From an optimization exercise on the open Yosys and OpenROAD flow, aimed at small area; shortcuts taken in it are not production practice. Only simulation tests tie the RTL to the original design; equivalence was not proved.

== the baseline ==
==> flow/design.v (excerpt) <==
module phong_sphere_pixel_shader #(
	parameter int COORD_BITS    = 11,
	parameter int SHININESS_MAX = 255
) (
	input  logic                         clk,
	input  logic                         arst_n,
	input  logic                         pixel_in_valid,
	output logic                         pixel_in_ready,
	input  logic signed [COORD_BITS-1:0] pixel_in_pixel_x,
	input  logic signed [COORD_BITS-1:0] pixel_in_pixel_y,
	input  logic signed [15:0]           pixel_in_light_pos_x,
	input  logic signed [15:0]           pixel_in_light_pos_y,
	input  logic signed [15:0]           pixel_in_light_pos_z,
	input  logic [15:0]                  pixel_in_light_red,
	input  logic [15:0]                  pixel_in_light_green,
	input  logic [15:0]                  pixel_in_light_blue,
	input  logic                         pixel_in_light_is_directional,
	input  logic                         pixel_in_last_light,
	output logic                         shade_out_valid,
	input  logic                         shade_out_ready,
	output logic [15:0]                  shade_out_red,
	output logic [15:0]                  shade_out_green,
	output logic [15:0]                  shade_out_blue,
	output logic                         shade_out_outside_sphere,
	input  logic                         cfg_valid,
	output logic                         cfg_ready,
	input  logic [2:0]                   cfg_index,
	input  logic [47:0]                  cfg_data
);
==> module pss_iter_unit, before the edit <==
module pss_iter_unit (
	input  logic [34:0] x,
	input  logic [34:0] y,
	input  logic        sub,
	input  logic        cin,
	output logic [34:0] s
);
	localparam int NG = 9;		 
	logic [35:0] yy, p, g;
	logic [35:0] c;
	logic [NG:0] gc;
	logic [NG-1:0] gg, gp;
	assign yy = {1'b0, sub ? ~y : y};
	assign p  = {1'b0, x} ^ yy;
	assign g  = {1'b0, x} & yy;
	assign gc[0] = sub ^ cin;
	for (genvar j = 0; j < NG; j++) begin : g_grp
		assign gg[j] = g[4*j+3] | (p[4*j+3] & g[4*j+2]) | (p[4*j+3] & p[4*j+2] & g[4*j+1]) |
			(p[4*j+3] & p[4*j+2] & p[4*j+1] & g[4*j]);
		assign gp[j] = p[4*j+3] & p[4*j+2] & p[4*j+1] & p[4*j];
		assign gc[j+1] = gg[j] | (gp[j] & gc[j]);
		assign c[4*j]   = gc[j];
		assign c[4*j+1] = g[4*j]   | (p[4*j]   & c[4*j]);
		assign c[4*j+2] = g[4*j+1] | (p[4*j+1] & c[4*j+1]);
		assign c[4*j+3] = g[4*j+2] | (p[4*j+2] & c[4*j+2]);
	end
	assign s = p[34:0] ^ c[34:0];
endmodule
clock: 14.0 ns
lec_check: 0
cap_margin: 20
core_margin: 2
core_utilization: 35
slew_margin: 20
run.sh (not shown) runs the stock make flow with config.mk's settings and CLKGATE_MAP_FILE= SYNTH_SCRIPT=/design/flow/synth_recipe.tcl, a recipe that flattens the netlist after the stock synthesis.
[inputs] the candidate vs the baseline
--- a/flow/design.v
+++ b/flow/design.v
@@ -3,30 +3,18 @@
 	input  logic [34:0] y,
 	input  logic        sub,
 	input  logic        cin,
 	output logic [34:0] s
 );
-	localparam int NG = 9;		 
-	logic [35:0] yy, p, g;
 	logic [35:0] c;
-	logic [NG:0] gc;
-	logic [NG-1:0] gg, gp;
-	assign yy = {1'b0, sub ? ~y : y};
-	assign p  = {1'b0, x} ^ yy;
-	assign g  = {1'b0, x} & yy;
-	assign gc[0] = sub ^ cin;
-	for (genvar j = 0; j < NG; j++) begin : g_grp
-		assign gg[j] = g[4*j+3] | (p[4*j+3] & g[4*j+2]) | (p[4*j+3] & p[4*j+2] & g[4*j+1]) |
-			(p[4*j+3] & p[4*j+2] & p[4*j+1] & g[4*j]);
-		assign gp[j] = p[4*j+3] & p[4*j+2] & p[4*j+1] & p[4*j];
-		assign gc[j+1] = gg[j] | (gp[j] & gc[j]);
-		assign c[4*j]   = gc[j];
-		assign c[4*j+1] = g[4*j]   | (p[4*j]   & c[4*j]);
-		assign c[4*j+2] = g[4*j+1] | (p[4*j+1] & c[4*j+1]);
-		assign c[4*j+3] = g[4*j+2] | (p[4*j+2] & c[4*j+2]);
+	logic [34:0] yy;
+	assign yy   = sub ? ~y : y;
+	assign c[0] = sub ^ cin;
+	for (genvar i = 0; i < 35; i++) begin : g_fa
+		assign s[i]   = x[i] ^ yy[i] ^ c[i];
+		assign c[i+1] = (x[i] & yy[i]) | (c[i] & (x[i] ^ yy[i]));
 	end
-	assign s = p[34:0] ^ c[34:0];
 endmodule
 module phong_sphere_pixel_shader #(
 	parameter int COORD_BITS    = 11,
 	parameter int SHININESS_MAX = 255
 ) (
--- outcome ---
On fill cell total of the finished layout, the higher figure sits with the baseline, not the candidate. Comparing the baseline and the candidate, the higher register-to-register slack is on the baseline. Clock period minus worst slack: the baseline and the candidate compared, lower one is the baseline. Against the baseline as the reference, the candidate delivers a higher layout cell share with drive strength beyond 1. Compared to the baseline, the candidate has routed wire length per instance about 11% higher. Against the baseline, estimated wirelength of the detail-placed design in the candidate came out worse. As far as hold slack is concerned, the candidate and the baseline perform about the same. To summarise the candidate: no stage aborted, but the layout did not pass its checks, failing on setup timing. Going from the baseline to the candidate, critical path depth grew by more than half. The candidate vs the baseline: number of tap instances down by a little under 10%.

## afterwards: timing with drivers on the ports
How much do the figures lean on ideal ports? The routed layouts below were timed once more, with nothing changed but the port constraints. Step 1 assumes that a clkbuf_16 drives the clock port and a buf_2 every other input. Step 2 times the ports against the registers' clock, not the clock port: input delays grow and output delays shrink by t, the midpoint of the rising clock arrivals with the driver on. a / b / c = no drivers / after step 1 / after step 2; a / b = the first two.
run	t (ns)	setup slack, ns	hold slack, ns
the baseline	0.668	4.177 / 4.217 / 3.549	0.322 / 0.322 / 0.322
the candidate	0.649	-3.452 / -3.418 / -4.067	0.322 / 0.322 / 0.322
The setup slack of the baseline, which loses most, moves by +0.040 ns with the drivers and by -0.628 ns with both steps.
